Source: an optimization exercise on an open RTL-to-GDS flow (aim: small area, a short achievable clock period and few clock cycles per item). Production flows keep margins and buffers that such runs may drop.
The RTL was checked by simulation tests, not by an equivalence proof against the original design.
No activity file was given, so power comes from the tool's default toggle rates.

`config.mk`:
```
export PLATFORM = sky130hd
export DESIGN_NAME = cp1_responder
export DESIGN_NICKNAME = cp1_responder
export VERILOG_FILES = /design/flow/design.v
export SDC_FILE = /design/flow/constraint.sdc
export NUM_CORES = 4
export LEC_CHECK = 0
export CAP_MARGIN = 25
export CORE_MARGIN = 2
export CORE_UTILIZATION = 40
export CTS_BUF_LIST = sky130_fd_sc_hd__clkbuf_8
export SETUP_SLACK_MARGIN = 3.5
export SLEW_MARGIN = 20
```
`constraint.sdc`:
```
create_clock -name core_clock -period 7.0 [get_ports {clk}]
set_input_delay 1.4000 -clock core_clock [delete_from_list [all_inputs] [get_ports {clk}]]
set_output_delay 1.4000 -clock core_clock [all_outputs]
set_load 0.01 [all_outputs]
```
`design.v`:
```
module cp1_responder #(
    parameter int NREG = 32,
    parameter int W    = 32
) (
    input  logic                    clk,
    input  logic                    rst,
    input  logic                    flag_clr,
    output logic                    flag_ovf,
    output logic                    flag_unf,
    input  logic                    req_valid,
    output logic                    req_ready,
    input  logic [1:0]              req_op,
    input  logic [$clog2(NREG)-1:0] req_fd,
    input  logic [$clog2(NREG)-1:0] req_fs,
    input  logic [$clog2(NREG)-1:0] req_ft,
    input  logic [W-1:0]            req_wdata,
    output logic                    rsp_valid,
    output logic [W-1:0]            rsp_data
);
    localparam int IW = $clog2(NREG);
    localparam logic [1:0] OP_ADD_S = 2'b00;
    localparam logic [1:0] OP_SUB_S = 2'b01;
    localparam logic [1:0] OP_MTC1  = 2'b10;
    localparam logic [1:0] OP_MFC1  = 2'b11;
    logic [W-1:0]    rf_q [NREG];
    logic [NREG-1:0] rf_vld_q;
    logic            rf_we;
    logic [IW-1:0]   rf_waddr;
    logic          s1_valid_q, s1_arith_q, s1_sub_q, s1_we_q, s1_late_q;
    logic          s1_wait_a_q, s1_wait_b_q, s1_fa_q, s1_fb_q;
    logic [IW-1:0] s1_fd_q;
    logic [W-1:0]  op_a_q, op_b_q;
    logic          za_q, zb_q;
    logic          ready_q;
    logic          s2_valid_q, s2_arith_q, s2_we_q, s2_near_q, s2_sub_q, s2_late_q;
    logic [IW-1:0] s2_fd_q;
    logic          s2_sign_q;
    logic [7:0]    s2_exp_q;
    logic [23:0]   s2_big_q, s2_small_q, s2_diff_q;
    logic          rsp_valid_q, res_we_q, rsp_ez_q;
    logic [IW-1:0] res_fd_q;
    logic [W-1:0]  rsp_data_q;
    logic [W-1:0]  r_res;
    logic          r_ovf, r_unf, r_ez;
    logic          accept, req_arith, req_mtc1, req_mfc1;
    logic          hit1_a, hit1_b, hit2_a, hit2_b, hit3_a, hit3_b;
    logic          haz_a, haz_b, wait_any;
    logic [W-1:0]  rd_a, rd_b, fwd_a, fwd_b;
    logic          fwd_za, fwd_zb;
    assign accept    = req_valid && ready_q;
    assign req_arith = !req_op[1];
    assign req_mtc1  = (req_op == OP_MTC1);
    assign req_mfc1  = (req_op == OP_MFC1);
    always_comb begin
        rd_a = '0;
        rd_b = '0;
        for (int i = 0; i < NREG; i++) begin
            rd_a = rd_a | ({W{(req_fs == IW'(i)) && rf_vld_q[i]}} & rf_q[i]);
            rd_b = rd_b | ({W{(req_ft == IW'(i)) && rf_vld_q[i]}} & rf_q[i]);
        end
    end
    assign hit1_a = s1_valid_q && s1_we_q && (s1_fd_q == req_fs);
    assign hit1_b = s1_valid_q && s1_we_q && (s1_fd_q == req_ft);
    assign hit2_a = s2_valid_q && s2_we_q && (s2_fd_q == req_fs);
    assign hit2_b = s2_valid_q && s2_we_q && (s2_fd_q == req_ft);
    assign hit3_a = rsp_valid_q && res_we_q && (res_fd_q == req_fs);
    assign hit3_b = rsp_valid_q && res_we_q && (res_fd_q == req_ft);
    assign haz_a    = hit1_a && s1_arith_q;
    assign haz_b    = hit1_b && s1_arith_q;
    assign wait_any = accept && req_arith && (haz_a || haz_b);
    always_comb begin
        if (hit1_a) begin
            fwd_a  = op_a_q;
            fwd_za = za_q;
        end else if (hit3_a && !hit2_a) begin
            fwd_a  = rsp_data_q;
            fwd_za = rsp_ez_q;
        end else begin
            fwd_a  = rd_a;
            fwd_za = (rd_a[30:23] == 8'd0);
        end
        if (hit1_b) begin
            fwd_b  = op_a_q;
            fwd_zb = za_q;
        end else if (hit3_b && !hit2_b) begin
            fwd_b  = rsp_data_q;
            fwd_zb = rsp_ez_q;
        end else begin
            fwd_b  = rd_b;
            fwd_zb = (rd_b[30:23] == 8'd0);
        end
    end
    always_ff @(posedge clk) begin
        if (ready_q) begin
            op_a_q      <= req_mtc1 ? req_wdata : fwd_a;
            za_q        <= req_mtc1 ? (req_wdata[30:23] == 8'd0) : fwd_za;
            op_b_q      <= fwd_b;
            zb_q        <= fwd_zb;
            s1_fa_q     <= !req_mtc1 && !hit1_a && hit2_a;
            s1_fb_q     <= !hit1_b && hit2_b;
            s1_arith_q  <= req_arith;
            s1_sub_q    <= (req_op == OP_SUB_S);
            s1_we_q     <= !req_mfc1;
            s1_fd_q     <= req_fd;
            s1_late_q   <= req_mfc1 && haz_a;
            s1_wait_a_q <= req_arith && haz_a;
            s1_wait_b_q <= req_arith && haz_b;
        end else begin
            if (s1_fa_q) begin
                op_a_q <= rsp_data_q;
                za_q   <= rsp_ez_q;
            end
            if (s1_fb_q) begin
                op_b_q <= rsp_data_q;
                zb_q   <= rsp_ez_q;
            end
            s1_fa_q     <= s1_wait_a_q;
            s1_fb_q     <= s1_wait_b_q;
            s1_wait_a_q <= 1'b0;
            s1_wait_b_q <= 1'b0;
        end
    end
    always_ff @(posedge clk) begin
        if (rst) begin
            s1_valid_q <= 1'b0;
            ready_q    <= 1'b1;
        end else begin
            s1_valid_q <= ready_q ? accept : s1_valid_q;
            ready_q    <= !wait_any;
        end
    end
    logic [W-1:0]  x_a, x_b;
    logic          x_za, x_zb;
    logic          x_sa, x_sb, x_gt, x_eff_sub, x_near, x_age, x_odd;
    logic [7:0]    x_ea, x_eb, x_dab, x_dba, x_d;
    logic [23:0]   x_ma, x_mb, x_sh_in, x_shifted, x_d_ab, x_d_ba, x_diff;
    always_comb begin
        x_a   = s1_fa_q ? rsp_data_q : op_a_q;
        x_b   = s1_fb_q ? rsp_data_q : op_b_q;
        x_za  = s1_fa_q ? rsp_ez_q : za_q;
        x_zb  = s1_fb_q ? rsp_ez_q : zb_q;
        x_ea  = x_a[30:23];
        x_eb  = x_b[30:23];
        x_sa  = x_a[31];
        x_sb  = x_b[31] ^ s1_sub_q;
        x_ma  = x_za ? 24'd0 : {1'b1, x_a[22:0]};
        x_mb  = x_zb ? 24'd0 : {1'b1, x_b[22:0]};
        x_gt  = (x_b[30:0] > x_a[30:0]) && !x_zb;
        x_eff_sub = x_sa ^ x_sb;
        x_dab = x_ea - x_eb;
        x_dba = x_eb - x_ea;
        x_age = (x_ea >= x_eb);
        x_d   = x_age ? x_dab : x_dba;
        x_sh_in   = x_age ? x_mb : x_ma;
        x_shifted = (x_d >= 8'd25) ? 24'd0 : (x_sh_in >> x_d[4:0]);
        x_near = x_eff_sub && (x_d <= 8'd1);
        x_odd   = x_ea[0] ^ x_eb[0];
        x_d_ab  = x_ma - (x_odd ? {1'b0, x_mb[23:1]} : x_mb);
        x_d_ba  = x_mb - (x_odd ? {1'b0, x_ma[23:1]} : x_ma);
        x_diff  = x_gt ? x_d_ba : x_d_ab;
    end
    always_ff @(posedge clk) begin
        s2_arith_q <= s1_arith_q;
        s2_we_q    <= s1_we_q;
        s2_fd_q    <= s1_fd_q;
        s2_late_q  <= s1_late_q;
        s2_near_q  <= x_near;
        s2_sub_q   <= x_eff_sub;
        s2_small_q <= x_shifted ^ {24{x_eff_sub}};
        s2_diff_q  <= x_diff;
        if (s1_arith_q) begin
            s2_sign_q <= x_near ? (x_gt ? x_sb : x_sa) : (x_age ? x_sa : x_sb);
            s2_exp_q  <= x_age ? x_ea : x_eb;
            s2_big_q  <= x_age ? x_ma : x_mb;
        end else begin
            s2_sign_q <= x_a[31];
            s2_exp_q  <= x_a[30:23];
            s2_big_q  <= {1'b0, x_a[22:0]};
        end
    end
    always_ff @(posedge clk) begin
        if (rst) s2_valid_q <= 1'b0;
        else     s2_valid_q <= s1_valid_q && !s1_wait_a_q && !s1_wait_b_q;
    end
    logic [24:0]   f_sum;
    logic [4:0]    n_lz;
    logic          n_found;
    logic [23:0]   n_shifted;
    logic [W-1:0]  f_res, n_res;
    logic          f_ovf, f_unf, n_unf, n_small;
    logic [31:0]   n_v32;
    logic [15:0]   n_v16;
    logic [7:0]    n_v8;
    logic [3:0]    n_v4;
    logic [1:0]    n_v2;
    always_comb begin
        f_sum = {1'b0, s2_big_q} + {s2_sub_q, s2_small_q} + {24'd0, s2_sub_q};
        f_ovf = 1'b0;
        f_unf = 1'b0;
        if (f_sum[24]) begin
            if (s2_exp_q >= 8'd254) begin
                f_ovf = 1'b1;
                f_res = {s2_sign_q, 8'hFF, 23'd0};
            end else begin
                f_res = {s2_sign_q, s2_exp_q + 8'd1, f_sum[23:1]};
            end
        end else if (f_sum[23]) begin
            f_res = {s2_sign_q, s2_exp_q, f_sum[22:0]};
        end else if (f_sum[22]) begin
            if (s2_exp_q <= 8'd1) begin
                f_unf = 1'b1;
                f_res = {s2_sign_q, 31'd0};
            end else begin
                f_res = {s2_sign_q, s2_exp_q - 8'd1, f_sum[21:0], 1'b0};
            end
        end else begin
            f_res = '0;
        end
        n_found = (s2_diff_q != 24'd0);
        n_v32   = {s2_diff_q, 8'hFF};
        n_lz[4] = (n_v32[31:16] == 16'd0);
        n_v16   = n_lz[4] ? n_v32[15:0] : n_v32[31:16];
        n_lz[3] = (n_v16[15:8] == 8'd0);
        n_v8    = n_lz[3] ? n_v16[7:0] : n_v16[15:8];
        n_lz[2] = (n_v8[7:4] == 4'd0);
        n_v4    = n_lz[2] ? n_v8[3:0] : n_v8[7:4];
        n_lz[1] = (n_v4[3:2] == 2'd0);
        n_v2    = n_lz[1] ? n_v4[1:0] : n_v4[3:2];
        n_lz[0] = !n_v2[1];
        n_shifted = s2_diff_q << n_lz;
        n_unf = 1'b0;
        n_small = (s2_exp_q >= 8'd24) ? 1'b0 : ((s2_diff_q & (24'hFFFFFF << (5'd24 - s2_exp_q[4:0]))) == 24'd0);
        if (!n_found) begin
            n_res = '0;
        end else if (n_small) begin
            n_unf = 1'b1;
            n_res = {s2_sign_q, 31'd0};
        end else begin
            n_res = {s2_sign_q, s2_exp_q - {3'b000, n_lz}, n_shifted[22:0]};
        end
        if (!s2_arith_q) begin
            r_res = s2_late_q ? rsp_data_q : {s2_sign_q, s2_exp_q, s2_big_q[22:0]};
            r_ez  = s2_late_q ? rsp_ez_q : (s2_exp_q == 8'd0);
            r_ovf = 1'b0;
            r_unf = 1'b0;
        end else if (s2_near_q) begin
            r_res = n_res;
            r_ez  = !n_found || n_small;
            r_ovf = 1'b0;
            r_unf = n_unf;
        end else begin
            r_res = f_res;
            r_ez  = (s2_exp_q == 8'd0);
            r_ovf = f_ovf;
            r_unf = f_unf;
        end
    end
    always_ff @(posedge clk) begin
        rsp_data_q <= r_res;
        rsp_ez_q   <= r_ez;
        res_we_q   <= s2_we_q;
        res_fd_q   <= s2_fd_q;
    end
    always_ff @(posedge clk) begin
        if (rst) rsp_valid_q <= 1'b0;
        else     rsp_valid_q <= s2_valid_q;
    end
    assign rf_we    = rsp_valid_q && res_we_q;
    assign rf_waddr = res_fd_q;
    always_ff @(posedge clk) begin
        if (rf_we) rf_q[rf_waddr] <= rsp_data_q;
    end
    always_ff @(posedge clk) begin
        if (rst) begin
            rf_vld_q <= '0;
        end else if (rf_we) begin
            rf_vld_q[rf_waddr] <= 1'b1;
        end
    end
    assign req_ready = ready_q;
    assign rsp_valid = rsp_valid_q;
    assign rsp_data  = rsp_data_q;
    logic flag_ovf_q, flag_unf_q;
    always_ff @(posedge clk) begin
        if (rst) begin
            flag_ovf_q <= 1'b0;
            flag_unf_q <= 1'b0;
        end else begin
            flag_ovf_q <= (flag_ovf_q && !flag_clr) || (s2_valid_q && r_ovf);
            flag_unf_q <= (flag_unf_q && !flag_clr) || (s2_valid_q && r_unf);
        end
    end
    assign flag_ovf = flag_ovf_q;
    assign flag_unf = flag_unf_q;
endmodule
```
`run.sh`:
```
#!/bin/bash
# synth_recipe.tcl (not shown) runs the flow's synth.tcl, then flattens the netlist and writes it again
# the make line also repeats each setting of config.mk as NAME=value (left out here)
make -C /OpenROAD-flow-scripts/flow DESIGN_CONFIG=/design/flow/config.mk WORK_HOME=/design/flow/orfs CLKGATE_MAP_FILE= SYNTH_SCRIPT=/design/flow/synth_recipe.tcl finish
```
==> results of run 1 <==
[state kept, by name (all words and copies together) (netlist names), 8 cells and up]
| name | count |
|---|---|
| rf_q | 1024 |
| op_a_q | 32 |
| rf_vld_q | 32 |
| s2_exp_q | 8 |
| s2_big_q | 24 |
| rsp_data_q | 32 |
| op_b_q | 32 |
| s2_diff_q | 24 |
| s2_small_q | 24 |
[per-layer routing]
layer	vias to the layer above	share of wire, %
met5	-	0.35
met4	52	8.8
li1	22381	-
met2	6860	38
met1	29448	35
met3	1990	18
[power by group]
group	switching (mW)	internal, mW
Clock	3.38	3.35
Sequential	0.277	8.68
Combinational	2.59	1.91
Total	6.25	13.9
[critical path: cells and delay by family, from the launching register on]
kind	cells	cell delay, ns
adders and majority gates	2	0.54
xor gates and xnor gates	1	0.16
AOI/OAI and AO/OA	4	0.53
muxes	3	1.28
and+or+nand+nor	3	0.48
buffers and inverters	6	0.78
DFF	1	0.47
[area by class of cell]
cell class | instances | area, um^2
diodes | 11 | 27.53
clock buffers | 211 | 2904
clock inverters | 163 | 1279
fillers | 13245 | 75280
inverters | 122 | 506.7
multi-input cells | 3424 | 28700
flip-flops and latches | 1271 | 36520
well taps | 2058 | 2575
repair buffers | 801 | 8228
repair inverters | 1 | 8.758
[stage by stage]
step           worst slack (ns)  hold slack [ns]  instances  total power, mW
2_1_floorplan             2.321           0.3233       5220            10.68
3_5_place_dp              1.537           0.3413       7214            11.75
4_1_cts                   2.698           0.3521       7894            19.52
6_report                  2.627           0.3518       8062            20.20
5_1_grt                   2.496           0.3584       8054            20.62
3_3_place_gp              1.494           0.3339       7207            11.74
[how the worst max path moves through the flow]
stage,cells past startpoint,to,slack [ns],start
CTS,16,s2_diff_q[23]$_DFF_P_,2.70,rsp_data_q[23]$_DFFE_PP_
finish,19,s2_small_q[0]$_DFF_P_,2.63,rsp_data_q[23]$_DFFE_PP_
detailed placement,11,op_b_q[11]$_DFF_P_,1.54,req_ft[4]
global route,20,s2_small_q[0]$_DFF_P_,2.50,rsp_data_q[23]$_DFFE_PP_
global placement,12,op_a_q[29]$_DFFE_PP_,1.49,req_fs[4]
floorplan,18,s2_diff_q[23]$_DFF_P_,2.32,rsp_data_q[23]$_DFFE_PP_
[kinds of logic (layout without fill, tap and decap cells)]
family / count (synthesis) / in the layout / synth area share, %
compound gates: 1712 / 1712 / 20.37
xor+xnor: 130 / 130 / 1.814
fa+ha+maj: 130 / 130 / 2.676
buf+inv: 536 / 1298 / 3.310
flops: 1271 / 1271 / 58.08
mux: 222 / 224 / 4.098
other cells: 0 / 11 / 0
simple gates: 1219 / 1228 / 9.651
[what timing repair did]
action / in CTS / in global routing
endpoints found under the setup margin: 253 / 189
gates resized for setup: 785 / 299
pin swaps: 166 / 157
endpoints found under the hold margin: 0 / 0
cloned: 29 / 7
setup buffers: 277 / 147
[cells in the mapped netlist, types with 117 or more instances]
master	count	share of area (%)
mux2i_1	161	2.6
inv_1	117	0.70
a22oi_1	541	6.5
a21oi_1	221	1.8
nor2_1	311	1.9
a221oi_1	252	3.5
nand4_1	203	2.0
a22o_1	249	3.5
dfxtp_1	172	5.5
ha_1	123	2.5
nand2_1	265	1.6
clkbuf_1	336	2.0
edfxtp_1	1099	53
==> results.cfg, run 1 <==
[cells_and_area]
fin_nets = 6008
final_cell_mix = edfxtp_1 (1099), a22oi_1 (529), buf_4 (504), nor2_1 (250), a22o_1 (249)
layout-drive-gt1-share_pct = 28.87
final_common_cell = edfxtp_1
finish.utilization_pct = 51.75
fin_area_um2 = 80740
area_growth_pct = 28.67

[global_route]
grt_use_met2_pct = 54.14
grt_max_degree = 90
grt-ovfl-total = 0
grt_pass1_wl_mm = 456.0
grt_usage_pct = 41.45
gr-max-usage-layer = met2
antenna_found_initial = 25
grt_util_met3_pct = 20.64
first_global_vias = 55465
grt_util_met1_pct = 53.69

[routing]
vias = 60731
viasPerCell = 7.533
final_antenna_net_count = 0
drt_pass1_iterations = 15
drc = 0
wl_per_cell_um = 43.24
drt-initial-drc-count = 13970
routed_wl_mm = 348.6

[min_path]
hold_end = res_we_q$_DFF_P_
whs_path_depth = 0
min_from = s2_we_q$_DFF_P_
hp-class = reg2reg

[logic_synthesis]
synth_area_um2 = 62750
syn_area_per_cell_um2 = 12.02
synth_fp_nets = 5403
async_flop_share_pct = 0
synth_seq_area_share_pct = 58.08
ys_seq_elements = 1271
synth-edff-count = 1099
syn-instance-count = 5220
yosys_warnings = 1
synth_flop_cell = edfxtp_1
synth.distinct_cells = 92

[clock_tree]
ctsHoldBuffers = 0
cts-root-buf = clkbuf_8
cts.htree.levels = 4
clockBufferDepth = 3
clock_latency_ns = 1.06
numCtsBuffers = 204
cts.sinks = 1271
cts_tree = built
path_clk_slew_ns = 0.07

[worst_setup_path]
cp.arrival_ns = 5.25
reg2reg_from = rsp_data_q[23]$_DFFE_PP_
crit_path_start_kind = register
worstPathCellList = mux2_4 > buf_4 > buf_6 > ha_4 > fa_2 > nand3b_1 > a21boi_2 > a211oi_4 > buf_6 > buf_12 > buf_12 > buf_12 > mux4_2 > nor2_4 > a21oi_2 > mux4_2 > nor2_2 > o21ai_2 > xnor2_2
max_stage_delay_ns = 0.49
reg2reg_to = s2_small_q[0]$_DFF_P_
r2r_cells = 19
path_class = reg2reg
crit_path_frequent_cell = buf_12
critPathMaxFanout = 4
end_kind = register
cp_slowest_cell = mux4_2
regToRegSetupSlack_ns = 2.63
critPathRequiredTime_ns = 7.88

[floorplanning]
rows = 145
core_um2 = 156000
die_area_um2 = 160100
start_util_pct = 40.22
fp.dieH_um = 400.1
ios = 89
die_w_um = 400.1

[power_and_ir_drop]
powerDensity_nw_per_um2 = 250.1
leakage_nw = 28.93
irDropWorstVdd_mv = 0.2025

[timing]
fmax_ghz = 0.2287
tightest_slew_ns = 1.161
relSlewSlack_pct = 22.61
setup_violations = 0
setup-tns-final_ns = 0
finalHoldViolations = 0
rsz0062_at_grt = true
layout_min_cycle_time_ns = 4.373
finalMaxSlewViolations = 0
finalCritPeriodShare_pct = 62.47
fin_skew_ns = 0.1374

[placement]
gp_routability_congestion = 1.031
hpwl_mm = 205.7
placed_area_um2 = 67740
portBuffers = 88

[outcome]
status = finished clean

[job]
cap_violations = 0
Testbench counts, summed over its fixed seeds: cycles 5,618, ops 4,800.
==> inputs of run 2 (changes only) <==
--- a/config.mk
+++ b/config.mk
@@ -7,7 +7,7 @@
 export LEC_CHECK = 0
 export CAP_MARGIN = 25
 export CORE_MARGIN = 2
-export CORE_UTILIZATION = 40
+export CORE_UTILIZATION = 55
 export CTS_BUF_LIST = sky130_fd_sc_hd__clkbuf_8
-export SETUP_SLACK_MARGIN = 3.5
+export SETUP_SLACK_MARGIN = 3
 export SLEW_MARGIN = 20
==> run 2 against run 1 <==
  * Largest cell class unchanged
  * Cell count down 11%
  * Worst hold slack better by 0.0060 ns
  * Total power down 7.2%
  * Still clean
  * Global-route usage up 10 points
  * Fmax down 1.8%
  * Setup slack worse by 0.082 ns
==> results.cfg, run 2 <==
[timing]
setup_violations = 0
finalCritPeriodShare_pct = 63.64
layout_min_cycle_time_ns = 4.455
tightest_slew_ns = 1.233
finalHoldViolations = 0
hold_ws_ns = 0.3578
fin_skew_ns = 0.04772
rsz0062_at_grt = true
relSlewSlack_pct = 17.15
finalMaxSlewViolations = 0
fmax_ghz = 0.2245
setup_ws_ns = 2.545
setup-tns-final_ns = 0

[cells_and_area]
fin_area_um2 = 74630
final_cell_mix = edfxtp_1 (1099), a22oi_1 (541), buf_4 (366), nor2_1 (262), nand2_1 (252)
multi_input_area_um2 = 26870
largest_register = rf_q
regArea_um2 = 36480
final_common_cell = edfxtp_1
area_growth_pct = 18.93
fill_cells = 8476
largest_reg_flops = 1024
layout.cells.non_filler = 7215
finish.utilization_pct = 66.16
fin_nets = 5730
layout-drive-gt1-share_pct = 20.83

[job]
cap_violations = 0

[floorplanning]
core_um2 = 112800
ios = 89
fp.dieH_um = 341.8
rows = 123
start_util_pct = 55.63
die_w_um = 341.8
die_area_um2 = 116800

[logic_synthesis]
yosys_warnings = 1
synth-edff-count = 1099
synth.distinct_cells = 92
synth_most_common_cell = edfxtp_1
syn-instance-count = 5220
synth_seq_area_share_pct = 58.08
synth_flop_cell = edfxtp_1
synth_top_area_share_pct = 52.59
syn_area_per_cell_um2 = 12.02
synth_area_um2 = 62750
async_flop_share_pct = 0
synth_area_leaders = edfxtp_1 (53%), a22oi_1 (6.5%), dfxtp_1 (5.5%)
ys_seq_elements = 1271
synth_top_area_cell = edfxtp_1
synth_fp_nets = 5403
netlist_top_cells_count = edfxtp_1 (1099), a22oi_1 (541), clkbuf_1 (336)

[worst_setup_path]
max_stage_delay_ns = 0.46
cp-endpoint = s2_diff_q[23]$_DFF_P_
critPathMaxFanout = 6
path_class = reg2reg
worstSetupStartpoint = rsp_data_q[23]$_DFFE_PP_
crit_path_start_kind = register
cp.arrival_ns = 5.33
reg2reg_from = rsp_data_q[23]$_DFFE_PP_
path_depth = 16
critPathTopFamily = compound AO/OA/AOI/OAI gates
regToRegSetupSlack_ns = 2.55
cp_slowest_cell = or4_4
critPathBufInv = 2
critPathRequiredTime_ns = 7.87
end_kind = register
crit_path_frequent_cell = o31a_1
worstPathCellList = mux2_4 > inv_2 > ha_4 > buf_12 > o211ai_1 > ha_1 > nor2b_4 > o31a_1 > or4_4 > a221oi_4 > a211oi_4 > o31ai_4 > a2111oi_4 > o31a_1 > o21ai_1 > and4b_2
r2r_cells = 16
reg2reg_to = s2_diff_q[23]$_DFF_P_

[power_and_ir_drop]
powerDensity_nw_per_um2 = 251.1
irDropWorstVdd_mv = 0.1966
total_power_mw = 18.74
leakage_nw = 26.62

[clock_tree]
cts_tree = built
ctsHoldBuffers = 0
clockBufferDepth = 3
cts.htree.levels = 4
path_clk_slew_ns = 0.07
cts.sinks = 1271
clock_latency_ns = 0.98
cts-root-buf = clkbuf_8
numCtsBuffers = 202

[min_path]
hp-class = reg2reg
whs_path_depth = 0

[routing]
routed_wl_mm = 311.8
vias = 58348
drc = 0
drt_pass1_iterations = 17
viasPerCell = 8.087
final_antenna_net_count = 0
wl_per_cell_um = 43.22
drt-initial-drc-count = 14465

[global_route]
grt_pass1_wl_mm = 416.4
grt-ovfl-total = 0
grt_max_degree = 94
first_global_vias = 53137
grt_usage_pct = 51.55
antenna_found_initial = 18

[placement]
gp_routability_congestion = 1.038
post-place-cells = 6616
portBuffers = 88
pre_cts_slack_ns = 1.473
placed_area_um2 = 66270
hpwl_mm = 187.7

[outcome]
status = finished clean
-- run 2: cell types whose count changed in the layout (fill, tap and decap cells not counted), sizes merged, moves of 5 or more --
cell | before | now
buf | 714 | 434
diode | 11 | 16
dlygate4sd2 | 17 | 1
clkdlybuf4s15 | 8 | 0
bufbuf | 11 | 6
inv | 186 | 199
clkdlybuf4s50 | 46 | 78
clkbuf | 215 | 220
and3 | 82 | 77
clkinv | 84 | 58
-- run 2: area by class of cell --
cell class / count / share of cell area [%]
Antenna cell: 16 / 0.05365
Clock buffer: 209 / 3.854
Clock inverter: 147 / 1.316
Inverter: 122 / 0.6538
Multi-Input combinational cell: 3416 / 36.00
Sequential cell: 1271 / 48.88
Tap cell: 1500 / 2.515
Timing Repair Buffer: 532 / 6.706
Timing Repair inverter: 2 / 0.02682
-- run 2: cells by family after synthesis --
logic type | count (synthesis) | share of synthesized area [%]
multiplexers | 222 | 4.098
AND/OR/NAND/NOR | 1219 | 9.651
AO/OA/AOI/OAI | 1712 | 20.37
XOR/XNOR | 130 | 1.814
flip-flops | 1271 | 58.08
adder cells (fa/ha/maj) | 130 | 2.676
buffers and inverters | 536 | 3.310
-- run 2: metal layers --
metal / global-route usage, % / wire (um) / up-vias
met3: 25.51 / 60660 / 1932
met4: 32.87 / 26300 / 16
li1: - / - / 21779
met5: 1.021 / 182 / -
met1: 67.52 / 105900 / 27760
met2: 67.16 / 118800 / 6861
-- run 2: worst register-to-register path, delay by kind of cell, from the launching register on --
family	cells	cell delay (ns)
adders and majority gates	2	0.55
muxes	1	0.30
AOI/OAI and AO/OA	8	1.89
and+or+nand+nor	3	0.96
DFF	1	0.44
buffers and inverters	2	0.24
-- run 2: power breakdown --
part / total (mW) / switching, mW / leakage, nW / internal [mW]
Clock: 6.35 / 3.17 / 2.23 / 3.18
Sequential: 8.89 / 0.215 / 11.6 / 8.68
Combinational: 3.50 / 2.16 / 12.8 / 1.34
-- run 2: worst min-delay path by stage --
stage                              from           endpoint
floorplan           s1_late_q$_DFFE_PP_  s2_late_q$_DFF_P_
global placement    s1_late_q$_DFFE_PP_  s2_late_q$_DFF_P_
detailed placement  s1_late_q$_DFFE_PP_  s2_late_q$_DFF_P_
CTS                 s1_late_q$_DFFE_PP_  s2_late_q$_DFF_P_
global route        s1_late_q$_DFFE_PP_  s2_late_q$_DFF_P_
finish              s1_late_q$_DFFE_PP_  s2_late_q$_DFF_P_
-- run 2: repair_timing --
action	CTS	global route
resized for setup	359	202
setup endpoints to repair	137	122
gates cloned	11	7
pin swaps	75	91
buffers inserted	136	69
==> inputs of run 3 (changes only) <==
--- a/config.mk
+++ b/config.mk
@@ -7,7 +7,8 @@
 export LEC_CHECK = 0
 export CAP_MARGIN = 25
 export CORE_MARGIN = 2
-export CORE_UTILIZATION = 55
+export CORE_UTILIZATION = 40
 export CTS_BUF_LIST = sky130_fd_sc_hd__clkbuf_8
 export SETUP_SLACK_MARGIN = 3
 export SLEW_MARGIN = 20
+export TNS_END_PERCENT = 10
==> run 3 against run 2 <==
  * Critical endpoint is now op_b_q[2]$_DFF_P_
  * Largest cell class unchanged
  * Die area increased by 37%
  * Combinational power fell by 11%
  * Critical path type is now in2reg
  * Still clean
  * Count of clock-buffer cells in the layout grew 12
  * Fmax decreased by 0.15%
  * Worst hold slack got worse by 0.0030 ns
  * Sequential power rose by 0.4%
  * Global-route usage fell by 13 points
  * Flip-flop and latch count did not move
  * First-iteration DRC count fell by 8.6%
==> results.cfg, run 3 <==
[timing]
finalCritPeriodShare_pct = 63.73
tightest_slew_ns = 1.234
rsz0062_at_grt = true
setup_violations = 0
finalMaxSlewViolations = 0
finalHoldViolations = 0
relSlewSlack_pct = 17.08
layout_min_cycle_time_ns = 4.461
hold_ws_ns = 0.3548
fmax_ghz = 0.2241
setup_ws_ns = 2.539
setup-tns-final_ns = 0
fin_skew_ns = 0.08350

[cells_and_area]
final_common_cell = edfxtp_1
layout-drive-gt1-share_pct = 17.83
largest_reg_flops = 1024
fill_cells = 14057
area_growth_pct = 17.55
largest_register = rf_q
fin_nets = 5639
final_cell_mix = edfxtp_1 (1099), a22oi_1 (541), buf_4 (291), nor2_1 (268), nand2_1 (261)
fin_area_um2 = 73760

[logic_synthesis]
yosys_warnings = 1
netlist_top_cells_count = edfxtp_1 (1099), a22oi_1 (541), clkbuf_1 (336)
synth_seq_area_share_pct = 58.08
async_flop_share_pct = 0
synth_top_area_share_pct = 52.59
synth_fp_nets = 5403
synth.distinct_cells = 92
synth_top_area_cell = edfxtp_1
synth-edff-count = 1099
syn-instance-count = 5220
synth_area_leaders = edfxtp_1 (53%), a22oi_1 (6.5%), dfxtp_1 (5.5%)
synth_flop_cell = edfxtp_1
ys_seq_elements = 1271
synth_area_um2 = 62750
synth_most_common_cell = edfxtp_1
syn_area_per_cell_um2 = 12.02

[global_route]
grt_max_degree = 91
grt_usage_pct = 38.24
grt-ovfl-total = 0
first_global_vias = 52680
antenna_found_initial = 14
grt_pass1_wl_mm = 425.1

[routing]
final_antenna_net_count = 0
vias = 57520
routed_wl_mm = 316.9
drt-initial-drc-count = 13221
drt_pass1_iterations = 13
viasPerCell = 7.464
drc = 0
wl_per_cell_um = 41.12

[power_and_ir_drop]
switching_share_pct = 29.45
total_power_mw = 18.94
clock_power_share_pct = 36.5
power_switching_mw = 5.578
leakage_nw = 26.02
internal_power_mw = 13.36
power_frac_seq_pct = 47.1
pwr-share-comb_pct = 16.3
irDropWorstVdd_mv = 0.1956
powerDensity_nw_per_um2 = 256.8

[job]
cap_violations = 0

[floorplanning]
ios = 89
die_w_um = 400.1
fp.dieH_um = 400.1
start_util_pct = 40.22
die_area_um2 = 160100
core_um2 = 156000
rows = 145

[clock_tree]
path_clk_slew_ns = 0.06
cts-root-buf = clkbuf_8
cts.sinks = 1271
clockBufferDepth = 3
clock_latency_ns = 1.01
cts.htree.levels = 4
cts_tree = built
numCtsBuffers = 210

[placement]
placed_area_um2 = 66900
pre_cts_slack_ns = 1.509
gp_routability_congestion = 0.9977
portBuffers = 88
hpwl_mm = 193.3

[outcome]
status = finished clean

[min_path]
hp-class = reg2reg

[worst_setup_path]
worstPathCellList = dlygate4sd2_1 > and3b_1 > and3_2 > buf_4 > a22o_1 > a221oi_1 > nand4_1 > nor3_1 > a21oi_1 > mux2i_1 > a21oi_1
critPathMaxFanout = 13
max_stage_delay_ns = 0.73
crit_path_start_kind = input pin
critPathTopFamily = simple AND/OR/NAND/NOR gates
critPathRequiredTime_ns = 7.81
path_class = in2reg
end_kind = register
cp.arrival_ns = 5.27
crit_path_frequent_cell = a21oi_1
critPathBufInv = 2
cp_slowest_cell = nor3_1
run 3: cell count changes in the layout (fill, tap and decap cells not counted), sizes merged, moves of 2 or more:
cell	delta
clkinv	+25
bufbuf	-2
clkbuf	+7
bufinv	+5
diode	-5
clkinvlp	+3
dlygate4sd2	+4
inv	-10
buf	-92
dlymetal6s2s	-2
run 3: cell families (layout without fill, tap and decap cells):
group / count (synthesis) / after routing / synth area share [%]
fa+ha+maj: 130 / 130 / 2.676
simple gates: 1219 / 1220 / 9.651
compound gates: 1712 / 1713 / 20.37
buf+inv: 536 / 951 / 3.310
flops: 1271 / 1271 / 58.08
mux: 222 / 222 / 4.098
xor+xnor: 130 / 130 / 1.814
other cells: 0 / 11 / 0
run 3: final cells by class:
type,count,area [um^2],area share (%)
Inverter,122,476.7,0.6463
Clock buffer,221,3042,4.124
Multi-Input combinational cell,3415,25820,35.00
Timing Repair Buffer,436,4090,5.545
Antenna cell,11,27.53,0.03732
Clock inverter,172,1260,1.708
Tap cell,2058,2575,3.491
Sequential cell,1271,36470,49.45
run 3: power groups by stage:
stage,sequential [mW],combinational (mW),clock [mW]
3_5_place_dp,9.06,2.54,0
2_1_floorplan,9.13,1.45,0
3_3_place_gp,9.06,2.53,0
5_1_grt,8.93,3.24,7.22
6_report,8.93,3.10,6.92
4_1_cts,8.90,2.83,6.91
run 3: timing repair:
item / CTS / global route
resized for setup: 200 / 118
setup buffers: 79 / 32
cloned: 5 / 3
setup endpoints to repair: 169 / 141
hold buffers: 0 / 0
pin swaps: 31 / 40
run 3: worst reg2reg max path, cell delays in order (launching register included):
cell        delay, ns
dfxtp_4          0.42
buf_8            0.15
buf_16           0.15
mux2i_1          0.71
inv_1            0.34
ha_1             0.39
a21oi_1          0.19
o21a_1           0.15
o221ai_1         0.18
a311o_1          0.41
nand2_1          0.13
buf_12           0.23
clkinvlp_4       0.22
a2111oi_0        0.30
and4b_1          0.24
run 3: final timing paths:
| kind | startpoint | end | slack (ns) | depth (start not counted) |
|---|---|---|---|---|
| worst max-delay path | req_ft[2] | op_b_q[2]$_DFF_P_ | 2.54 | 11 |
| worst min-delay path | s2_we_q$_DFF_P_ | res_we_q$_DFF_P_ | 0.35 | 0 |
| worst max register to register | s1_fb_q$_DFF_P_ | s2_diff_q[23]$_DFF_P_ | 2.73 | 14 |
| worst min register to register | s2_we_q$_DFF_P_ | res_we_q$_DFF_P_ | 0.35 | 0 |
run 3: layer usage:
| metal | GRT usage, % | routed length [um] | part of all wire [%] | up-vias |
|---|---|---|---|---|
| met5 | 0 | 120 | 0.038 | - |
| met4 | 22.16 | 24980 | 7.9 | 10 |
| met3 | 17.58 | 55160 | 17 | 1651 |
| met2 | 50.95 | 121900 | 38 | 6369 |
| met1 | 50.52 | 114700 | 36 | 27876 |
| li1 | - | - | - | 21614 |
run 3: per-stage QoR:
step                      instances  util (%)
final                          7706     47.28
after global routing           7696     47.26
after CTS                      7654     46.68
after detailed placement       7177     42.88
after global placement         7170     42.79
after floorplan                5220         -
==> inputs of run 4 (changes only) <==
--- a/config.mk
+++ b/config.mk
@@ -11,4 +11,3 @@
 export CTS_BUF_LIST = sky130_fd_sc_hd__clkbuf_8
 export SETUP_SLACK_MARGIN = 3
 export SLEW_MARGIN = 20
-export TNS_END_PERCENT = 10
==> run 4 against run 3 <==
  * Highest routed layer unchanged
  * Sequential share of layout area fell by 0.81 points
  * Routed wire length rose by 2.2%
  * Global-route usage rose by 0.54 points
  * Fmax rose by 1.8%
  * Combinational power rose by 14%
  * Largest power group unchanged
  * Total power rose by 1.0%
  * Still clean on timing, DRC and antenna
  * Flip-flop and latch count did not move
  * Via count rose by 0.46%
==> results.cfg, run 4 <==
[logic_synthesis]
synth_area_um2 = 62750
netlist_top_cells_count = edfxtp_1 (1099), a22oi_1 (541), clkbuf_1 (336)
synth-edff-count = 1099
syn-instance-count = 5220
synth_top_area_cell = edfxtp_1
async_flop_share_pct = 0
synth_seq_area_share_pct = 58.08
synth_flop_cell = edfxtp_1
synth_area_leaders = edfxtp_1 (53%), a22oi_1 (6.5%), dfxtp_1 (5.5%)
synth_most_common_cell = edfxtp_1
synth_fp_nets = 5403
synth_top_area_share_pct = 52.59
ys_seq_elements = 1271
yosys_warnings = 1
syn_area_per_cell_um2 = 12.02
synth.distinct_cells = 92

[placement]
post-place-cells = 7181
hpwl_mm = 201.2
gp_routability_congestion = 0.9977
portBuffers = 88
placed_area_um2 = 67190

[worst_setup_path]
critPathMaxFanout = 4
critPathTopFamily = simple AND/OR/NAND/NOR gates
cp.arrival_ns = 5.15
critPathBufInv = 4
max_stage_delay_ns = 0.49
critPathRequiredTime_ns = 7.76
worstPathCellList = mux2_4 > ha_4 > fa_2 > nand3b_1 > a21boi_2 > a211oi_4 > buf_4 > buf_6 > buf_12 > mux2_4 > xor2_4 > buf_6 > nor4_4 > nand2_2 > or3_4 > a21bo_2 > mux2i_1
crit_path_start_kind = register
path_class = reg2reg
end_kind = register
cp_slowest_cell = edfxtp_1

[timing]
relSlewSlack_pct = 17.57
rsz0062_at_grt = true
finalHoldViolations = 0
setup-tns-final_ns = 0
fmax_ghz = 0.2282
finalMaxSlewViolations = 0
setup_violations = 0
tightest_slew_ns = 1.236
finalCritPeriodShare_pct = 62.60
fin_skew_ns = 0.07515
layout_min_cycle_time_ns = 4.382

[cells_and_area]
final_cell_mix = edfxtp_1 (1099), a22oi_1 (541), buf_4 (328), nor2_1 (263), nand2_1 (255)
largest_register = rf_q
finish.utilization_pct = 48.13
layout.cells.non_filler = 7786
fin_area_um2 = 75090
largest_reg_flops = 1024
fin_nets = 5722
area_growth_pct = 19.67
final_common_cell = edfxtp_1
layout-drive-gt1-share_pct = 20.54

[global_route]
grt_usage_pct = 38.78
antenna_found_initial = 20
grt-ovfl-total = 0
grt_util_met3_pct = 17.22
grt_max_degree = 86
first_global_vias = 52996
gr-max-usage-layer = met1
grt_util_met1_pct = 51.78
grt_use_met2_pct = 51.60
grt_pass1_wl_mm = 429.3

[routing]
wl_per_cell_um = 41.58
drt-initial-drc-count = 12375
final_antenna_net_count = 0
routed_wl_mm = 323.8
vias = 57787
drt_pass1_iterations = 12
drc = 0
viasPerCell = 7.422

[min_path]
hp-class = reg2reg

[floorplanning]
core_um2 = 156000
start_util_pct = 40.22
die_area_um2 = 160100
fp.dieH_um = 400.1
rows = 145
die_w_um = 400.1
ios = 89

[clock_tree]
clockBufferDepth = 3
cts_tree = built
cts-root-buf = clkbuf_8
numCtsBuffers = 211
clock_latency_ns = 0.98
cts.sinks = 1271
cts.htree.levels = 4
ctsHoldBuffers = 0
path_clk_slew_ns = 0.06

[power_and_ir_drop]
irDropWorstVdd_mv = 0.1862
internal_power_mw = 13.42
power_switching_mw = 5.710
total_power_mw = 19.13
leakage_nw = 26.58
clock_power_share_pct = 34.9
power_frac_seq_pct = 46.6
powerDensity_nw_per_um2 = 254.8
switching_share_pct = 29.84
pwr-share-comb_pct = 18.5

[outcome]
status = finished clean

[job]
cap_violations = 0
[run 4: cell types whose count changed in the layout (fill, tap and decap cells not counted), sizes merged]
cell,change
inv,-3
nor2,+1
buf,+79
dlygate4sd2,-4
a31oi,-1
bufbuf,-3
clkbuf,+4
bufinv,-6
clkdlybuf4s15,+4
clkinv,+7
and3,+2
[run 4: stage by stage]
step                worst slack (ns)  hold WS (ns)
floorplan                      2.320        0.3233
global placement               1.297        0.3461
detailed placement             1.359        0.3376
CTS                            2.646        0.3561
global route                   2.507        0.3641
finish                         2.618        0.3557
[run 4: final cells by class]
cell class | instances | area, um^2
repair inverters | 1 | 8.758
well taps | 2058 | 2575
repair buffers | 515 | 4955
multi-input cells | 3417 | 26360
fillers | 13984 | 80930
diodes | 11 | 27.53
clock buffers | 222 | 3055
inverters | 122 | 504.2
flip-flops and latches | 1271 | 36520
clock inverters | 169 | 1080
[run 4: final timing paths]
path                       startpoint                end  slack (ns)  depth (start not counted)
max          rsp_data_q[23]$_DFFE_PP_  s2_sign_q$_DFF_P_        2.62                         17
min                   s2_we_q$_DFF_P_   res_we_q$_DFF_P_        0.36                          0
max reg2reg  rsp_data_q[23]$_DFFE_PP_  s2_sign_q$_DFF_P_        2.62                         17
min reg2reg           s2_we_q$_DFF_P_   res_we_q$_DFF_P_        0.36                          0
[run 4: logic make-up after synthesis]
kind of cell	after synthesis	synth area share, %
XOR/XNOR	130	1.814
AND/OR/NAND/NOR	1219	9.651
multiplexers	222	4.098
flip-flops	1271	58.08
AO/OA/AOI/OAI	1712	20.37
buffers and inverters	536	3.310
adder cells (fa/ha/maj)	130	2.676
[run 4: power by group through the flow]
stage	registers [mW]	logic [mW]	clock network (mW)
after floorplan	9.14	1.49	0
after global placement	9.08	2.56	0
after detailed placement	9.06	2.58	0
after CTS	8.92	2.94	6.66
after global routing	8.92	3.70	6.97
final	8.92	3.54	6.67
[run 4: layer usage]
| layer | vias to the layer above | wire length (um) |
|---|---|---|
| met4 | 38 | 24370 |
| met5 | - | 356 |
| li1 | 21793 | - |
| met3 | 1632 | 57670 |
| met2 | 6297 | 124400 |
| met1 | 28027 | 117000 |
[run 4: repair_timing]
| action | in CTS | in global routing |
|---|---|---|
| buffers inserted | 94 | 92 |
| hold endpoints to repair | 0 | 0 |
| resized for setup | 281 | 220 |
| gates cloned | 6 | 6 |
| setup endpoints to repair | 162 | 113 |
| pin swaps | 60 | 101 |
==> inputs of run 5 (changes only) <==
--- a/config.mk
+++ b/config.mk
@@ -11,3 +11,4 @@
 export CTS_BUF_LIST = sky130_fd_sc_hd__clkbuf_8
 export SETUP_SLACK_MARGIN = 3
 export SLEW_MARGIN = 20
+export TNS_END_PERCENT = 50
==> run 5 against run 4 <==
  * Still clean
  * Combinational power fell by 5%
  * Total power fell by 0.87%
  * Fmax rose by 1.8%
  * Core utilization fell by 0.45 points
  * Non-clock buffer count fell by 48
  * Synthesized cell count did not move
  * Clock power barely moved
  * Clock skew rose by 0.0082 ns
  * Count of clock-buffer cells in the layout fell by 1
  * Setup slack improved by 0.076 ns
  * Global-route usage fell by 0.85 points
  * Area after synthesis did not move
==> results.cfg, run 5 <==
[floorplanning]
fp.dieH_um = 400.1
core_um2 = 156000
die_area_um2 = 160100
die_w_um = 400.1
rows = 145
start_util_pct = 40.22
ios = 89

[clock_tree]
clock_latency_ns = 1.01
clockBufferDepth = 3
path_clk_slew_ns = 0.06
cts.htree.levels = 4
numCtsBuffers = 207
cts_tree = built
ctsHoldBuffers = 0
cts.sinks = 1271
cts-root-buf = clkbuf_8

[logic_synthesis]
netlist_top_cells_count = edfxtp_1 (1099), a22oi_1 (541), clkbuf_1 (336)
synth-edff-count = 1099
async_flop_share_pct = 0
synth_fp_nets = 5403
synth_top_area_cell = edfxtp_1
synth_top_area_share_pct = 52.59
synth_area_um2 = 62750
syn_area_per_cell_um2 = 12.02
synth_most_common_cell = edfxtp_1
synth_area_leaders = edfxtp_1 (53%), a22oi_1 (6.5%), dfxtp_1 (5.5%)
synth.distinct_cells = 92
syn-instance-count = 5220
ys_seq_elements = 1271
synth_flop_cell = edfxtp_1
yosys_warnings = 1
synth_seq_area_share_pct = 58.08

[worst_setup_path]
reg2reg_to = s2_sign_q$_DFF_P_
end_kind = register
critPathBufInv = 6
r2r_cells = 19
crit_path_frequent_cell = buf_6
worstPathCellList = buf_12 > mux2_4 > buf_6 > buf_6 > ha_4 > fa_2 > nand3b_1 > a21boi_2 > a211oi_4 > buf_6 > buf_12 > mux2_4 > xor2_4 > buf_8 > nor4_4 > nand2_1 > or3_1 > a21bo_2 > mux2i_1
crit_path_start_kind = register
cp.arrival_ns = 5.09
reg2reg_from = rsp_data_q[23]$_DFFE_PP_
max_stage_delay_ns = 0.43
path_class = reg2reg
cp_slowest_cell = edfxtp_1
critPathMaxFanout = 8
regToRegSetupSlack_ns = 2.69
critPathTopFamily = simple AND/OR/NAND/NOR gates
critPathRequiredTime_ns = 7.78

[timing]
tightest_slew_ns = 1.164
layout_min_cycle_time_ns = 4.306
fmax_ghz = 0.2322
setup_violations = 0
finalMaxSlewViolations = 0
rsz0062_at_grt = true
relSlewSlack_pct = 21.82
finalCritPeriodShare_pct = 61.51
setup-tns-final_ns = 0
finalHoldViolations = 0
fin_skew_ns = 0.08336

[min_path]
hp-class = reg2reg
hold_end = s2_late_q$_DFF_P_
whs_path_depth = 0
min_from = s1_late_q$_DFFE_PP_

[global_route]
grt_usage_pct = 37.93
antenna_found_initial = 14
grt_max_degree = 95
grt_pass1_wl_mm = 422.7
grt-ovfl-total = 0
first_global_vias = 52555

[placement]
gp_routability_congestion = 0.9989
hpwl_mm = 194.4
post-place-cells = 7177
portBuffers = 88

[power_and_ir_drop]
irDropWorstVdd_mv = 0.1967
powerDensity_nw_per_um2 = 254.9
leakage_nw = 26.24

[routing]
wl_per_cell_um = 40.76
viasPerCell = 7.406
drc = 0
drt-initial-drc-count = 12739
routed_wl_mm = 314.3
vias = 57117
final_antenna_net_count = 0
drt_pass1_iterations = 11

[cells_and_area]
largest_register = rf_q
layout.cells.non_filler = 7712
fin_nets = 5666
final_common_cell = edfxtp_1
layout-drive-gt1-share_pct = 19.26
fill_cells = 13922
largest_reg_flops = 1024
final_cell_mix = edfxtp_1 (1099), a22oi_1 (540), buf_4 (309), nor2_1 (266), nand2_1 (257)
finish.utilization_pct = 47.68
area_growth_pct = 18.56

[outcome]
status = finished clean

[job]
cap_violations = 0
run 5: worst max path at each step:
stage	start	endpoint	slack (ns)	depth (start not counted)
2_1_floorplan	rsp_data_q[23]$_DFFE_PP_	s2_diff_q[23]$_DFF_P_	2.32	18
3_3_place_gp	req_ft[2]	zb_q$_DFF_P_	1.53	11
3_5_place_dp	req_ft[2]	zb_q$_DFF_P_	1.55	11
4_1_cts	req_fs[0]	za_q$_DFFE_PP_	2.69	12
5_1_grt	rsp_data_q[23]$_DFFE_PP_	s2_diff_q[23]$_DFF_P_	2.57	18
6_report	rsp_data_q[23]$_DFFE_PP_	s2_sign_q$_DFF_P_	2.69	19
run 5: area by class of cell:
type	instances	area (um^2)	share of cell area [%]
flip-flops and latches	1271	36490	49.05
multi-input cells	3413	26330	35.39
repair buffers	467	4365	5.868
clock buffers	221	3042	4.088
well taps	2058	2575	3.461
clock inverters	148	1064	1.430
inverters	122	494.2	0.6643
diodes	11	27.53	0.03700
repair inverters	1	8.758	0.01177
run 5: timing repair:
item	CTS	global route
buffers inserted	82	60
endpoints found under the hold margin	0	0
cloned	6	4
setup endpoints to repair	162	126
pin swaps	48	70
resized for setup	236	218
run 5: layer usage:
| metal | routed length (um) | GRT usage [%] |
|---|---|---|
| met4 | 23800 | 22.43 |
| met1 | 114600 | 50.44 |
| met3 | 53460 | 16.67 |
| met2 | 122200 | 50.52 |
| met5 | 166 | 0.2724 |
run 5: per-stage QoR:
stage	total power [mW]	hold slack [ns]	worst slack [ns]	cell area [um^2]
floorplan	10.61	0.3233	2.320	63070
global placement	11.60	0.3348	1.529	66830
detailed placement	11.61	0.3316	1.551	66910
CTS	18.48	0.3472	2.688	72850
global route	19.44	0.3526	2.572	74380
finish	18.97	0.3479	2.694	74400
run 5: kinds of logic after synthesis:
logic type      Yosys count  synth area share (%)
flops                  1271                 58.08
xor+xnor                130                 1.814
mux                     222                 4.098
simple gates           1219                 9.651
buf+inv                 536                 3.310
fa+ha+maj               130                 2.676
compound gates         1712                 20.37
run 5: report_power, final:
| part | total, mW | internal [mW] | leakage, nW | switching [mW] |
|---|---|---|---|---|
| clock | 6.66 | 3.39 | 2.31 | 3.27 |
| sequential | 8.94 | 8.68 | 11.6 | 0.259 |
| combinational | 3.37 | 1.31 | 12.3 | 2.06 |
| total | 19.0 | 13.4 | 26.2 | 5.59 |
==> inputs of run 6 (changes only) <==
--- a/config.mk
+++ b/config.mk
@@ -11,4 +11,4 @@
 export CTS_BUF_LIST = sky130_fd_sc_hd__clkbuf_8
 export SETUP_SLACK_MARGIN = 3
 export SLEW_MARGIN = 20
-export TNS_END_PERCENT = 50
+export TNS_END_PERCENT = 30
==> run 6 against run 5 <==
  * Global-route usage grew 0.63 points
  * Register-to-register slack hardly changed
  * Total power about the same
  * Synthesized cell count unchanged
  * Die area stayed put
  * Cell count is essentially flat
  * Clock skew decreased by 0.024 ns
  * Non-clock buffer count is 19 lower
  * First-iteration DRC count grew 7.0%
  * Routed wire length increased by 1.5%
  * Sequential power is essentially flat
  * Highest routed layer unchanged
==> results.cfg, run 6 <==
[timing]
setup-tns-final_ns = 0
finalCritPeriodShare_pct = 61.41
rsz0062_at_grt = true
fin_skew_ns = 0.05911
relSlewSlack_pct = 12.64
fmax_ghz = 0.2326
tightest_slew_ns = 1.310
layout_min_cycle_time_ns = 4.299
setup_violations = 0
finalHoldViolations = 0
finalMaxSlewViolations = 0

[logic_synthesis]
syn_area_per_cell_um2 = 12.02
synth_fp_nets = 5403
syn-instance-count = 5220
synth_area_um2 = 62750
synth_xor_area_share_pct = 1.814
ys_seq_elements = 1271
synth_mux_area_share_pct = 4.098
synth_top_area_share_pct = 52.59
synth_top_area_cell = edfxtp_1
synth_compound_area_share_pct = 20.37
synth.distinct_cells = 92
synth_adder_area_share_pct = 2.676
synth-simple-area-share_pct = 9.651
netlist_top_cells_count = edfxtp_1 (1099), a22oi_1 (541), clkbuf_1 (336)
async_flop_share_pct = 0
synth_area_leaders = edfxtp_1 (53%), a22oi_1 (6.5%), dfxtp_1 (5.5%)
synth_top_family_by_area = compound AO/OA/AOI/OAI gates
synth-edff-count = 1099
synth_flop_cell = edfxtp_1
synth_most_common_cell = edfxtp_1
synth_seq_area_share_pct = 58.08
yosys_warnings = 1

[floorplanning]
ios = 89
rows = 145
fp.dieH_um = 400.1
die_area_um2 = 160100
start_util_pct = 40.22
die_w_um = 400.1
core_um2 = 156000

[placement]
gp_routability_congestion = 1.007
post-place-cells = 7194
hpwl_mm = 198.9
portBuffers = 88

[min_path]
hp-class = reg2reg
whs_path_depth = 0

[global_route]
grt-ovfl-total = 0
first_global_vias = 52538
grt_max_degree = 92
grt_usage_pct = 38.56
grt_pass1_wl_mm = 426.3
antenna_found_initial = 17

[cells_and_area]
finish.utilization_pct = 47.48
final_cell_mix = edfxtp_1 (1099), a22oi_1 (541), buf_4 (305), nor2_1 (270), nand2_1 (260)
layout-drive-gt1-share_pct = 18.60
final_common_cell = edfxtp_1
fin_nets = 5651
layout.cells.non_filler = 7717
largest_register = rf_q
largest_reg_flops = 1024
area_growth_pct = 18.05

[worst_setup_path]
cp.arrival_ns = 5.17
path_class = reg2reg
end_kind = register
crit_path_start_kind = register
critPathMaxFanout = 11
r2r_cells = 21
critPathRequiredTime_ns = 7.87

[clock_tree]
clock_latency_ns = 1.02
numCtsBuffers = 211
ctsHoldBuffers = 0
cts_tree = built
cts-root-buf = clkbuf_8
cts.htree.levels = 4
clockBufferDepth = 3
cts.sinks = 1271
path_clk_slew_ns = 0.06

[job]
cap_violations = 0

[outcome]
status = finished clean

[power_and_ir_drop]
leakage_nw = 26.23
total_power_mw = 18.96
irDropWorstVdd_mv = 0.1960
powerDensity_nw_per_um2 = 256.0

[routing]
top_layer = met5
vias = 57140
wl_per_cell_um = 41.33
drt_pass1_iterations = 11
wl_met3_mm = 55.84
final_antenna_net_count = 0
wirelength_met1_mm = 115.3
drc = 0
dr_wl_met2_mm = 123.2
routed_wl_mm = 318.9
drt-initial-drc-count = 13636
viasPerCell = 7.404
[run 6: kinds of logic (layout without fill, tap and decap cells)]
kind of cell | count (synthesis) | count (layout)
compound gates | 1712 | 1713
xor+xnor | 130 | 130
fa+ha+maj | 130 | 130
buf+inv | 536 | 959
flops | 1271 | 1271
mux | 222 | 222
other cells | 0 | 15
simple gates | 1219 | 1219
[run 6: report_power, final]
group	switching (mW)	total [mW]	internal, mW	leakage [nW]
clock network	3.35	6.91	3.56	2.41
logic	1.98	3.15	1.17	12.2
registers	0.236	8.91	8.68	11.6
[run 6: per-stage QoR]
stage          area [um^2]  setup WS, ns  hold slack, ns
3_3_place_gp         67000         1.247          0.3391
4_1_cts              73270         2.675          0.3577
6_report             74080         2.701          0.3566
2_1_floorplan        63050         2.320          0.3233
3_5_place_dp         67110         1.294          0.3443
5_1_grt              74050         2.580          0.3608
[run 6: routing by layer]
layer / global-route usage [%] / up-vias
met4: 22.02 / 24
met2: 51.42 / 6109
met3: 17.24 / 1618
li1: - / 21626
met5: 0.3027 / -
met1: 51.33 / 27763
[run 6: what timing repair did]
| item | 4_1_cts | 5_1_grt |
|---|---|---|
| gates cloned | 8 | 2 |
| buffers inserted | 79 | 26 |
| endpoints found under the hold margin | 0 | 0 |
| setup endpoints to repair | 169 | 147 |
| resized for setup | 229 | 117 |
| pin swaps | 54 | 52 |
[run 6: area by class of cell]
class                   instances  area [um^2]
flip-flops and latches       1271        36480
multi-input cells            3414        25970
diodes                         15        37.54
inverters                     122        470.5
well taps                    2058         2575
fillers                     13952        81950
clock buffers                 217         2987
repair buffers                448         4239
clock inverters               172         1316
[run 6: final timing paths]
kind,start,end,slack [ns]
hold / removal,s2_we_q$_DFF_P_,res_we_q$_DFF_P_,0.36
hold reg to reg,s2_we_q$_DFF_P_,res_we_q$_DFF_P_,0.36
setup / recovery,rsp_data_q[23]$_DFFE_PP_,s2_diff_q[15]$_DFF_P_,2.70
setup reg to reg,rsp_data_q[23]$_DFFE_PP_,s2_diff_q[15]$_DFF_P_,2.70
[run 6: critical path, stage by stage (launching register included)]
cell and delay [ns]:
edfxtp_1 0.48, mux2i_2 0.24, inv_2 0.08, ha_4 0.42
buf_4 0.16, buf_6 0.12, buf_12 0.14, nor2_1 0.06
a211oi_2 0.23, ha_2 0.23, buf_4 0.11, nor2b_1 0.04
o2111ai_1 0.22, nand3_1 0.16, o211ai_1 0.30, nand3_2 0.17
buf_4 0.19, a31oi_4 0.20, o21bai_1 0.09, a21oi_1 0.19
xor2_1 0.23, mux2i_1 0.11
==> inputs of run 7 (changes only) <==
--- a/config.mk
+++ b/config.mk
@@ -9,6 +9,6 @@
 export CORE_MARGIN = 2
 export CORE_UTILIZATION = 40
 export CTS_BUF_LIST = sky130_fd_sc_hd__clkbuf_8
-export SETUP_SLACK_MARGIN = 3
+export SETUP_SLACK_MARGIN = 3.3
 export SLEW_MARGIN = 20
 export TNS_END_PERCENT = 30
==> run 7 against run 6 <==
  * Setup slack improved by 0.093 ns
  * Cell count rose by 1.5%
  * Routed wire length rose by 1.3%
  * Register-to-register slack improved by 0.09 ns
  * Core utilization rose by 1.3 points
  * Flip-flop and latch count did not move
  * Critical path type unchanged
  * Non-clock buffer count rose by 118
  * Die area did not move
  * Global-route usage rose by 0.44 points
==> results.cfg, run 7 <==
[worst_setup_path]
reg2reg_to = s2_sign_q$_DFF_P_
regToRegSetupSlack_ns = 2.79
reg2reg_from = rsp_data_q[23]$_DFFE_PP_
critPathRequiredTime_ns = 7.77
path_class = reg2reg
critPathMaxFanout = 5
worstSetupStartpoint = rsp_data_q[23]$_DFFE_PP_
cp.arrival_ns = 4.98
r2r_cells = 18
crit_path_start_kind = register
end_kind = register
cp-endpoint = s2_sign_q$_DFF_P_

[cells_and_area]
finish.utilization_pct = 48.78
layout-drive-gt1-share_pct = 22.57
largest_reg_flops = 1024
multi_input_area_um2 = 27000
fin_nets = 5769
final_cell_mix = edfxtp_1 (1099), a22oi_1 (541), buf_4 (376), nor2_1 (259), a221oi_1 (250)
area_growth_pct = 21.28
largest_register = rf_q
fill_cells = 13787
regArea_um2 = 36510
final_common_cell = edfxtp_1

[routing]
wirelength_met1_mm = 116.6
wl_met3_mm = 56.74
top_layer = met5
vias = 58289
dr_wl_met2_mm = 122.8
drt-initial-drc-count = 13258
viasPerCell = 7.445
drc = 0
routed_wl_mm = 323.0
drt_pass1_iterations = 14
final_antenna_net_count = 0
wl_per_cell_um = 41.26

[global_route]
antenna_found_initial = 9
first_global_vias = 53518
grt_pass1_wl_mm = 432.2
grt-ovfl-total = 0
grt_max_degree = 98
grt_usage_pct = 39.00

[logic_synthesis]
ys_seq_elements = 1271
synth_mux_area_share_pct = 4.098
synth_top_area_share_pct = 52.59
synth.distinct_cells = 92
synth-simple-area-share_pct = 9.651
synth_compound_area_share_pct = 20.37
synth-edff-count = 1099
async_flop_share_pct = 0
synth_flop_cell = edfxtp_1
synth_xor_area_share_pct = 1.814
synth_adder_area_share_pct = 2.676
syn_area_per_cell_um2 = 12.02
synth_most_common_cell = edfxtp_1
yosys_warnings = 1
netlist_top_cells_count = edfxtp_1 (1099), a22oi_1 (541), clkbuf_1 (336)
synth_area_um2 = 62750
synth_seq_area_share_pct = 58.08
synth_fp_nets = 5403
synth_area_leaders = edfxtp_1 (53%), a22oi_1 (6.5%), dfxtp_1 (5.5%)
synth_top_family_by_area = compound AO/OA/AOI/OAI gates
synth_top_area_cell = edfxtp_1
syn-instance-count = 5220

[power_and_ir_drop]
switching_share_pct = 29.94
power_frac_seq_pct = 46.4
clock_power_share_pct = 34.3
pwr-share-comb_pct = 19.3
power_switching_mw = 5.743
leakage_nw = 26.89
total_power_mw = 19.18
internal_power_mw = 13.44
powerDensity_nw_per_um2 = 252.0
irDropWorstVdd_mv = 0.1786

[floorplanning]
die_area_um2 = 160100
fp.dieH_um = 400.1
core_um2 = 156000
die_w_um = 400.1
rows = 145
start_util_pct = 40.22
ios = 89

[outcome]
status = finished clean

[timing]
setup_violations = 0
finalHoldViolations = 0
layout_min_cycle_time_ns = 4.206
setup-tns-final_ns = 0
fmax_ghz = 0.2378
finalMaxSlewViolations = 0
tightest_slew_ns = 1.311
fin_skew_ns = 0.09161
rsz0062_at_grt = true
finalCritPeriodShare_pct = 60.09
relSlewSlack_pct = 11.90

[min_path]
whs_path_depth = 0
min_from = s1_late_q$_DFFE_PP_
hp-class = reg2reg

[clock_tree]
path_clk_slew_ns = 0.06
cts-root-buf = clkbuf_8
cts.htree.levels = 4
cts_tree = built
clock_latency_ns = 1.00
numCtsBuffers = 210
clockBufferDepth = 3
ctsHoldBuffers = 0
cts.sinks = 1271

[placement]
hpwl_mm = 198.6
portBuffers = 88
gp_routability_congestion = 1.022

[job]
cap_violations = 0
## run 7: cell types whose count changed in the layout (fill, tap and decap cells not counted), sizes merged
cell,delta
clkinvlp,+6
clkbuf,+6
inv,-10
bufbuf,-1
buf,+123
dlymetal6s2s,-4
bufinv,-9
and2,+1
clkinv,+2
a31oi,-1
clkdlybuf4s50,-1
## run 7: layer usage
layer,track usage [%],up-vias
met5,1.059,-
met4,23.41,10
met2,51.37,6372
li1,-,21863
met3,19.06,1757
met1,50.90,28287
## run 7: cells by family after synthesis
group                      after synthesis
muxes                                  222
DFF                                   1271
and+or+nand+nor                       1219
adders and majority gates              130
buffers and inverters                  536
AOI/OAI and AO/OA                     1712
xor gates and xnor gates               130
## run 7: repair_timing
| action | CTS | global route |
|---|---|---|
| setup endpoints to repair | 272 | 260 |
| gates resized for setup | 420 | 223 |
| buffers inserted | 161 | 72 |
| cloned | 10 | 3 |
| pin swaps | 77 | 91 |
## run 7: worst min-delay path by stage
stage / end
after floorplan: s2_late_q$_DFF_P_
after global placement: s2_late_q$_DFF_P_
after detailed placement: s2_late_q$_DFF_P_
after CTS: s2_late_q$_DFF_P_
after global routing: res_we_q$_DFF_P_
final: s2_late_q$_DFF_P_
## run 7: worst max-delay path, cell delays in order, from the launching register on
cell      delay (ns)
edfxtp_1        0.44
buf_12          0.17
mux2_4          0.28
buf_6           0.13
ha_4            0.17
fa_2            0.35
nand3b_1        0.21
a21boi_2        0.25
a211oi_4        0.10
buf_6           0.15
buf_12          0.14
buf_12          0.14
mux2i_4         0.33
xor2_4          0.14
nor4_2          0.27
nand2_1         0.11
or3_1           0.34
a21bo_2         0.20
mux2i_1         0.11
## run 7: stage by stage
step           area (um^2)  cells  hold WS (ns)  setup WS [ns]
6_report             76100   7829        0.3592          2.794
5_1_grt              76070   7816        0.3736          2.634
4_1_cts              74470   7736        0.3646          2.726
3_5_place_dp         67080   7183        0.3430          1.464
3_3_place_gp         66990   7178        0.3348          1.338
2_1_floorplan        63130   5220        0.3233          2.321
## run 7: power groups by stage
stage / combinational [mW] / clock [mW] / sequential [mW]
6_report: 3.70 / 6.59 / 8.90
5_1_grt: 3.85 / 6.92 / 8.90
3_3_place_gp: 2.57 / 0 / 9.05
2_1_floorplan: 1.48 / 0 / 9.13
4_1_cts: 3.21 / 6.60 / 8.89
3_5_place_dp: 2.58 / 0 / 9.04
## run 7: final cells by class
| type | instances | area share [%] |
|---|---|---|
| Sequential cell | 1271 | 47.97 |
| Tap cell | 2058 | 3.384 |
| Multi-Input combinational cell | 3414 | 35.48 |
| Inverter | 122 | 0.6757 |
| Timing Repair Buffer | 566 | 7.038 |
| Antenna cell | 15 | 0.04932 |
| Clock inverter | 160 | 1.371 |
| Timing Repair inverter | 1 | 0.01151 |
| Clock buffer | 222 | 4.015 |

[static timing again, ports no longer ideal]
How much do the figures lean on ideal ports? The routed layouts below were timed once more, with nothing changed but the port constraints.
Step 1: set_driving_cell puts a clkbuf_16 on clk and a buf_2 on each other input, an assumption about the parent block.
Step 2 also shifts input and output timing later by t, the mid clock arrival at the registers, as if the neighbouring blocks saw the same clock.
Slacks: ideal ports / drivers / drivers and shift; pairs: ideal ports / drivers.
| run | shift t [ns] | setup WS [ns] | worst setup path after step 2 | latest minus earliest clock arrival (ns) |
|---|---|---|---|---|
| run 1 | 1.071 | 2.627 / 2.627 / 2.392 | input to register | 0.137 / 0.137 |
| run 2 | 1.031 | 2.545 / 2.545 / 2.019 | input to register | 0.053 / 0.052 |
| run 3 | 1.050 | 2.539 / 2.604 / 1.554 | input to register | 0.093 / 0.092 |
| run 4 | 1.030 | 2.618 / 2.618 / 1.881 | input to register | 0.079 / 0.079 |
| run 5 | 1.052 | 2.694 / 2.694 / 1.878 | input to register | 0.090 / 0.090 |
| run 6 | 1.072 | 2.701 / 2.701 / 1.893 | input to register | 0.070 / 0.070 |
| run 7 | 1.050 | 2.794 / 2.794 / 1.881 | input to register | 0.093 / 0.093 |
After both steps every run listed still meets setup and hold. The setup slack of run 3, which loses most, moves by +0.065 ns with the drivers and by -0.985 ns with both steps.
